This is an optimization exercise on Yosys and OpenROAD, whose aim is small area, a short achievable clock period and few clock cycles per item, not a production implementation.
Only simulation tests tie the RTL to the original design; equivalence was not proved.

// md_unit
module md_unit (
  input  logic        clk,
  input  logic        reset_n,
  input  logic        start,
  input  logic [3:0]  op,
  input  logic [31:0] a,
  input  logic [31:0] b,
  output logic        busy,
  output logic [31:0] hi,
  output logic [31:0] lo
);
clock: 130.0 ns
lec_check: 0
abc_area: 1
cap_margin: 20
core_margin: 2
core_utilization: 40
slew_margin: 20
standard.sh (not shown) runs the stock make flow with config.mk's settings and CLKGATE_MAP_FILE= SYNTH_SCRIPT=/design/flow/synth_recipe.tcl, a recipe that flattens the netlist after the stock synthesis.
==> flow/flow/run.sh <==
#!/bin/bash
set -uo pipefail
bash standard.sh "BUFFER_PORTS_ARGS=-buffer_cell sky130_fd_sc_hd__buf_1" SETUP_SLACK_MARGIN=102.5 finish > standard.log 2>&1
Testbench counts at the start, summed over its fixed seeds: cycles 278,486, ops 80,000.
Edit:
--- a/flow/design.v
+++ b/flow/design.v
@@ -99,37 +99,17 @@
   input  logic        s,
   output logic [31:0] o
 );
   logic [31:0] p;          
   always_comb begin
     p = v;
-    p = p | ((p << 1) & 32'hAAAAAAAA);
-    p = p | ((p << 2) & 32'h88888888);
-    p = p | ((p << 4) & 32'h80808080);
-    p = p | ((p << 8) & 32'h80008000);
-    p = p | ((p << 16) & 32'h80000000);
-    p = p | ((p << 8) & 32'h00800000);
-    p = p | ((p << 4) & 32'h08080800);
-    p = p | ((p << 2) & 32'h22222220);
-    p = p | ((p << 1) & 32'h55555554);
-  end
-  assign o = v ^ ({p[30:0], 1'b0} & {32{s}});
-endmodule
-module md_cneg_r (
-  input  logic [31:0] v,
-  input  logic        s,
-  output logic [31:0] o
-);
-  logic [31:0] p;          
-  always_comb begin
-    p[0] = 1'b0;
-    for (int i = 1; i < 32; i++) begin
-      p[i] = p[i-1] | (s & v[i-1]);
+    for (int l = 0; l < 5; l++) begin
+      p = p | (p << (2 ** l));
     end
   end
-  assign o = v ^ p;
+  assign o = v ^ ({p[30:0], 1'b0} & {32{s}});
 endmodule
 module md_unit (
   input  logic        clk,
   input  logic        reset_n,
   input  logic        start,
   input  logic [3:0]  op,
@@ -254,14 +234,14 @@
   logic [31:0] lo_mul, lo_div, rem_o, quo_o;
   logic        dlast;
   assign acc_o  = ra[K];
   assign lo_mul = {pbits, lo[31:2*K]};
   assign lo_div = {lo_e[31-K:0], qbits};
   assign dlast = !first && cnt == 4'(NC - 1);
-  md_cneg_r u_cnr (.v(ra[K][31:0]), .s(dlast & rneg), .o(rem_o));
-  md_cneg_r u_cnq (.v(lo_div), .s(dlast & qneg), .o(quo_o));
+  md_cneg u_cnr (.v(ra[K][31:0]), .s(dlast & rneg), .o(rem_o));
+  md_cneg u_cnq (.v(lo_div), .s(dlast & qneg), .o(quo_o));
   logic [31:0] mrest_mask, mrest;
   logic        mdone;
   logic [63:0] al_m;
   assign mrest_mask = 32'hFFFF_FFFF >> (6'((cnt + 4'd1) * 2 * K));
   assign mrest = lo_mul & mrest_mask;
   assign mdone = lo[2*K-1] ? (mrest == mrest_mask) : (mrest == 32'd0);
After rerunning:
- worst setup slack improves by 0.076 ns
- area after synthesis goes up by 8.9%
- clock-buffer cell count rises by 2
- clock skew is about the same
- core utilization came out lower by 0.39 points
- maximum frequency barely changes
- sequential share of layout area fell by 0.90 points
- hold slack improved by 0.0051 ns
- design area climbs by 7.6%
- synthesized cell count grows by 15%
- wire length increases by 9.8%
- cell count grows by 14%
- register-to-register slack gets better by 0.82 ns
Testbench counts after the change, summed over its fixed seeds: cycles 278,486, ops 80,000.

---

## the reference run
RTL: one of the versions met above, not the one the previous note started from.
Size in the first run: ~5000 cells after synthesis, roughly 140 flip-flops, about 140 I/O pins, about 0.030 mm2 of cells after synthesis.
==> module md_row, before the edit <==
module md_row (
  input  logic [32:0] a,
  input  logic [34:0] b,
  input  logic        cin,
  input  logic        div,
  input  logic        msel,
  output logic [34:0] o,
  output logic        sel
);
  localparam int W = 35;
  logic [W-1:0] aa, p0, g, p, c;
  logic [W-1:0] s;
  always_comb begin
    aa = {a[32], a[32], a};
    p0 = aa ^ b;
    g = aa & b;
    g[0] = g[0] | (p0[0] & cin);
    p = p0;
    g = g | (p & (g << 1) & 35'h2AAAAAAAA);
    p = p & ((p << 1) | ~35'h2AAAAAAAA);
    g = g | (p & (g << 2) & 35'h088888888);
    p = p & ((p << 2) | ~35'h088888888);
    g = g | (p & (g << 4) & 35'h080808080);
    p = p & ((p << 4) | ~35'h080808080);
    g = g | (p & (g << 8) & 35'h080008000);
    p = p & ((p << 8) | ~35'h080008000);
    g = g | (p & (g << 16) & 35'h080000000);
    p = p & ((p << 16) | ~35'h080000000);
    g = g | (p & (g << 8) & 35'h000800000);
    g = g | (p & (g << 4) & 35'h008080800);
    g = g | (p & (g << 2) & 35'h222222220);
    g = g | (p & (g << 1) & 35'h555555554);
    c = {g[W-2:0], cin};
    s = p0 ^ c;
  end
  assign sel = div ? ~s[34] : msel;
  assign o = sel ? s : {a[32], a[32], a};
endmodule
==> module md_cneg, before the edit <==
module md_cneg (
  input  logic [31:0] v,
  input  logic        s,
  output logic [31:0] o
);
  logic [31:0] p;          
  always_comb begin
    p = v;
    for (int l = 0; l < 5; l++) begin
      p = p | (p << (2 ** l));
    end
  end
  assign o = v ^ ({p[30:0], 1'b0} & {32{s}});
endmodule
==> flow/config.mk <==
export PLATFORM = sky130hd
export DESIGN_NAME = md_unit
export DESIGN_NICKNAME = md_unit
export VERILOG_FILES = /design/flow/design.v
export SDC_FILE = /design/flow/constraint.sdc
export NUM_CORES = 4
export LEC_CHECK = 0
export ABC_AREA = 1
export CAP_MARGIN = 20
export CORE_MARGIN = 2
export CORE_UTILIZATION = 40
export SLEW_MARGIN = 20
==> flow/constraint.sdc <==
create_clock -name core_clock -period 130.0 [get_ports {clk}]
set_input_delay 26.0000 -clock core_clock [delete_from_list [all_inputs] [get_ports {clk}]]
set_output_delay 26.0000 -clock core_clock [all_outputs]
set_load 0.01 [all_outputs]
==> flow/flow/run.sh <==
#!/bin/bash
set -uo pipefail
bash standard.sh "BUFFER_PORTS_ARGS=-buffer_cell sky130_fd_sc_hd__buf_4" SETUP_SLACK_MARGIN=102.5 finish > standard.log 2>&1
Testbench counts of the reference run, summed over its fixed seeds: cycles 278,486, ops 80,000.
For the trial run, these inputs were changed with respect to the reference run:
--- a/flow/design.v
+++ b/flow/design.v
@@ -33,38 +33,14 @@
   input  logic        cin,
   input  logic        div,
   input  logic        msel,
   output logic [34:0] o,
   output logic        sel
 );
-  localparam int W = 35;
-  logic [W-1:0] aa, p0, g, p, c;
-  logic [W-1:0] s;
-  always_comb begin
-    aa = {a[32], a[32], a};
-    p0 = aa ^ b;
-    g = aa & b;
-    g[0] = g[0] | (p0[0] & cin);
-    p = p0;
-    g = g | (p & (g << 1) & 35'h2AAAAAAAA);
-    p = p & ((p << 1) | ~35'h2AAAAAAAA);
-    g = g | (p & (g << 2) & 35'h088888888);
-    p = p & ((p << 2) | ~35'h088888888);
-    g = g | (p & (g << 4) & 35'h080808080);
-    p = p & ((p << 4) | ~35'h080808080);
-    g = g | (p & (g << 8) & 35'h080008000);
-    p = p & ((p << 8) | ~35'h080008000);
-    g = g | (p & (g << 16) & 35'h080000000);
-    p = p & ((p << 16) | ~35'h080000000);
-    g = g | (p & (g << 8) & 35'h000800000);
-    g = g | (p & (g << 4) & 35'h008080800);
-    g = g | (p & (g << 2) & 35'h222222220);
-    g = g | (p & (g << 1) & 35'h555555554);
-    c = {g[W-2:0], cin};
-    s = p0 ^ c;
-  end
+  logic [34:0] s;
+  assign s = {a[32], a[32], a} + b + {34'd0, cin};
   assign sel = div ? ~s[34] : msel;
   assign o = sel ? s : {a[32], a[32], a};
 endmodule
 module md_lzc (
   input  logic [31:0] v,
   output logic [5:0]  n
@@ -96,20 +72,24 @@
 endmodule
 module md_cneg (
   input  logic [31:0] v,
   input  logic        s,
   output logic [31:0] o
 );
-  logic [31:0] p;          
-  always_comb begin
-    p = v;
-    for (int l = 0; l < 5; l++) begin
-      p = p | (p << (2 ** l));
+  logic [31:0] p [0:5];    
+  assign p[0] = v;
+  for (genvar l = 0; l < 5; l++) begin : g_l
+    for (genvar i = 0; i < 32; i++) begin : g_b
+      if (i >= 2 ** l) begin : g_or
+        assign p[l+1][i] = p[l][i] | p[l][i-2**l];
+      end else begin : g_cp
+        assign p[l+1][i] = p[l][i];
+      end
     end
   end
-  assign o = v ^ ({p[30:0], 1'b0} & {32{s}});
+  assign o = v ^ ({p[5][30:0], 1'b0} & {32{s}});
 endmodule
 module md_unit (
   input  logic        clk,
   input  logic        reset_n,
   input  logic        start,
   input  logic [3:0]  op,
Findings:
- The trial run | stages: all done | timing, DRC, antenna: all pass
- The trial run ended up with sky130_fd_sc_hd__dfrtp_1 as its worst-path cell with the longest stage delay; the reference run ended up with sky130_fd_sc_hd__a221oi_1.
- What the trial run reported for wire length of the first global-routing pass has to be multiplied by 0.885 to get the figure for the reference run.
- Taking the reference run as the reference, in the trial run final instance area climbed about 5%, total die area climbed 4.3%, via count climbed 3939.
- The synthesized cell count reported for the trial run is greater than that of the reference run by 535.
- Global routing met3 resource utilization: the trial run > the reference run
- Comparing the trial run and the reference run, the lower global-route usage over all layers was measured on the reference run.
- Sort the trial run and the reference run by wire length desc -> top: the trial run
- Diff the reference run -> the trial run | number of placed cells counting well taps | up by more than 10%
Testbench counts of the trial run, summed over its fixed seeds: cycles 278,486, ops 80,000.

---

md_unit, a different RTL version from the one above (not shown whole).
Size: roughly 140 I/O pins.
==> flow/config.mk <==
export PLATFORM = sky130hd
export DESIGN_NAME = md_unit
export DESIGN_NICKNAME = md_unit
export VERILOG_FILES = /design/flow/design.v
export SDC_FILE = /design/flow/constraint.sdc
export NUM_CORES = 4
export LEC_CHECK = 0
export ABC_AREA = 1
export CAP_MARGIN = 20
export CORE_MARGIN = 2
export CORE_UTILIZATION = 40
export SLEW_MARGIN = 20
==> flow/constraint.sdc <==
create_clock -name core_clock -period 130.0 [get_ports {clk}]
set_input_delay 26.0000 -clock core_clock [delete_from_list [all_inputs] [get_ports {clk}]]
set_output_delay 26.0000 -clock core_clock [all_outputs]
set_load 0.01 [all_outputs]
==> flow/flow/run.sh <==
#!/bin/bash
set -uo pipefail
bash standard.sh "BUFFER_PORTS_ARGS=-buffer_cell sky130_fd_sc_hd__buf_1" SETUP_SLACK_MARGIN=102.5 finish > standard.log 2>&1
Testbench counts at the start, summed over its fixed seeds: cycles 278,486, ops 80,000.
Change:
--- a/flow/design.v
+++ b/flow/design.v
@@ -155,49 +155,44 @@
   localparam int K = 4;             
   localparam int NC = 32 / K;       
   localparam int NM = 16 / K;       
   localparam logic [1:0] S_MUL = 2'd0, S_DIV = 2'd1, S_MC = 2'd3;
   logic [1:0]  st;
   logic        first;
   logic [3:0]  cnt;
   logic [32:0] x;       
-  logic [31:0] areg;    
   logic        hx;
   logic        bprev;
   logic        sg;
   logic        mcorr;
   logic        dcin;
   logic        qneg, rneg;
   logic        sgn_in;
   assign sgn_in = is_signed_op(op);
   logic        is_div, dfirst;
   assign is_div = st == S_DIV;
   assign dfirst = is_div && first;
   logic [31:0] cn_a;
-  md_cneg u_cna (.v(areg), .s(na), .o(cn_a));
-  logic        na, nd, dz;
+  md_cneg u_cna (.v(lo), .s(na), .o(cn_a));
+  logic        na, nd;
   logic [31:0] n_abs;
   logic [5:0]  lzn, lzd;
   logic [6:0]  steps;         
   logic        q0;
   logic [3:0]  dcyc;          
   logic [63:0] al_d;
-  assign na = sg & areg[31];
+  assign na = sg & lo[31];
   assign nd = ~dcin;
-  assign dz = dcin && x[31:0] == 32'hFFFF_FFFF;
   assign n_abs = cn_a;
-  logic [5:0] lzn_raw;
-  md_lzc u_lzn (.v(areg ^ {32{na}}), .n(lzn_raw));
-  assign lzn = lzn_raw - {5'd0, na};
+  md_lzc u_lzn (.v(n_abs), .n(lzn));
   md_lzc u_lzd (.v(~x[31:0]), .n(lzd));
   assign steps = {1'b0, lzd} - {1'b0, lzn} + 7'd1;
   assign q0 = steps[6] || steps == 7'd0;
-  assign dcyc = (steps > 7'd32) ? 4'(NC) :
-                (steps <= 7'(K) && (na | nd)) ? 4'd2 : 4'((steps + 7'(K - 1)) / K);
+  assign dcyc = (steps > 7'd32) ? 4'(NC) : 4'((steps + 7'(K - 1)) / K);
   logic [2:0] dsh;       
   assign dsh = 3'(4'(NC) - dcyc);
   logic [31:0] rot1, rot2, rot3, dmask;
   assign rot1 = dsh[0] ? {n_abs[27:0], n_abs[31:28]} : n_abs;
   assign rot2 = dsh[1] ? {rot1[23:0], rot1[31:24]} : rot1;
   assign rot3 = dsh[2] ? {rot2[15:0], rot2[31:16]} : rot2;
   assign dmask = ~(32'hFFFF_FFFF << {dsh, 2'b00});
   assign al_d = {rot3 & dmask, rot3 & ~dmask};
@@ -251,37 +246,37 @@
     assign pbits[2*i+1:2*i] = ro[i][1:0];
   end
   logic [32:0] acc_o;
   logic [31:0] lo_mul, lo_div, rem_o, quo_o;
   logic        dlast;
   assign acc_o  = ra[K];
   assign lo_mul = {pbits, lo[31:2*K]};
   assign lo_div = {lo_e[31-K:0], qbits};
-  assign dlast = !first && cnt == 4'(NC - 1);
-  md_cneg_r u_cnr (.v(ra[K][31:0]), .s(dlast & rneg), .o(rem_o));
-  md_cneg_r u_cnq (.v(lo_div), .s(dlast & qneg), .o(quo_o));
+  logic        srem, squo;
+  assign dlast = first ? dcyc == 4'd1 : cnt == 4'(NC - 1);
+  assign srem  = dlast & (first ? na : rneg);
+  assign squo  = dlast & (first ? na ^ nd : qneg);
+  md_cneg_r u_cnr (.v(ra[K][31:0]), .s(srem), .o(rem_o));
+  md_cneg_r u_cnq (.v(lo_div), .s(squo), .o(quo_o));
   logic [31:0] mrest_mask, mrest;
   logic        mdone;
   logic [63:0] al_m;
   assign mrest_mask = 32'hFFFF_FFFF >> (6'((cnt + 4'd1) * 2 * K));
   assign mrest = lo_mul & mrest_mask;
   assign mdone = lo[2*K-1] ? (mrest == mrest_mask) : (mrest == 32'd0);
   logic [1:0]  msh;       
   logic [95:0] um, ums;
   assign msh = mdone ? 2'd3 - cnt[1:0] : 2'd0;
   assign um = {{31{acc_o[32]}}, acc_o, lo_mul};
   assign ums = um >> {msh, 3'b000};
   assign al_m = ums[63:0];
   logic acc_go;
   assign acc_go = start && !busy;
   always_ff @(posedge clk) begin
-    areg <= a;
-  end
-  always_ff @(posedge clk) begin
     if (acc_go) begin
       if (is_mul_op(op)) begin
         x     <= {sgn_in & a[31], a};
         mcorr <= !sgn_in & b[31];
         hx    <= 1'b0;
         bprev <= 1'b0;
       end else if (is_div_op(op)) begin
         x     <= {1'b1, b ^ {32{~(sgn_in & b[31])}}};
@@ -310,19 +305,22 @@
       if (start) begin
         if (is_mul_op(op)) begin
           hi   <= '0;
           lo   <= b;
           busy <= 1'b1;
           st   <= S_MUL;
           cnt  <= 4'd0;
         end else if (is_div_op(op)) begin
-          busy  <= 1'b1;
-          st    <= S_DIV;
-          first <= 1'b1;
+          if (b != 32'd0) begin
+            lo    <= a;
+            busy  <= 1'b1;
+            st    <= S_DIV;
+            first <= 1'b1;
+          end
         end else if (op == mdu_pkg::MD_MTHI) begin
           hi <= a;
         end else if (op == mdu_pkg::MD_MTLO) begin
           lo <= a;
         end
       end
     end else begin
       case (st)
@@ -336,26 +334,24 @@
         end
         S_MC: begin
           hi   <= ro[0][31:0];
           st   <= S_MUL;
           busy <= 1'b0;
         end
         S_DIV: begin
           first <= 1'b0;
-          if (dfirst && dz) begin
-            busy <= 1'b0;
-          end else if (dfirst && q0) begin
-            hi   <= areg;
+          if (dfirst && q0) begin
+            hi   <= lo;
             lo   <= '0;
             busy <= 1'b0;
           end else begin
             hi  <= rem_o;
             lo  <= quo_o;
             cnt <= dfirst ? 4'(NC + 1) - dcyc : cnt + 4'd1;
-            if (dfirst ? dcyc == 4'd1 : cnt == 4'(NC - 1)) busy <= 1'b0;
+            if (dlast) busy <= 1'b0;
           end
         end
         default: ;
       endcase
     end
   end
 endmodule
Clock-buffer cell count falls by 8; first-iteration DRC count rises by 2.3%; sequential share of layout area falls by 2.0 points; setup slack degrades by 0.087 ns; critical path depth does not change; die area falls by 2.9%; hold slack degrades by 0.022 ns; final area falls by 2.6%; global-route usage falls by 2.6 points; via count is about the same.
Testbench counts after the change, summed over its fixed seeds: cycles 275,439, ops 80,000.

afterwards: timing with drivers on the ports:
The results above use ideal ports. As a check the final layouts listed here were re-extracted and re-timed, cells and wires unchanged. Step 1: set_driving_cell puts a clkbuf_16 on clk and a buf_2 on each other input, an assumption about the parent block. Step 2 adds t to the input delays and takes it off the output delays; t is the mean of the earliest and latest rising clock arrival at the registers after step 1. Input paths then give back, and output paths get back, about the clock's delay inside the block. a / b / c = no drivers / after step 1 / after step 2; a / b = the first two.
| run | shift t [ns] | setup WS [ns] | worst setup path at the end |
|---|---|---|---|
| the first run of note 1 | 0.544 | 102.534 / 102.468 / 102.074 | input to register |
| the second run of note 1 | 0.536 | 102.610 / 102.567 / 102.121 | input to register |
| the reference run | 0.538 | 102.588 / 102.549 / 102.100 | input to register |
| the trial run | 0.520 | 102.443 / 102.385 / 102.068 | input to register |
| the first run of note 3 | 0.514 | 102.571 / 102.514 / 102.153 | input to register |
| the second run of note 3 | 0.428 | 102.484 / 102.438 / 102.109 | input to register |
After both steps setup and hold are still met in every run listed. The setup slack of the second run of note 1, which loses most, moves by -0.043 ns with the drivers and by -0.489 ns with both steps.
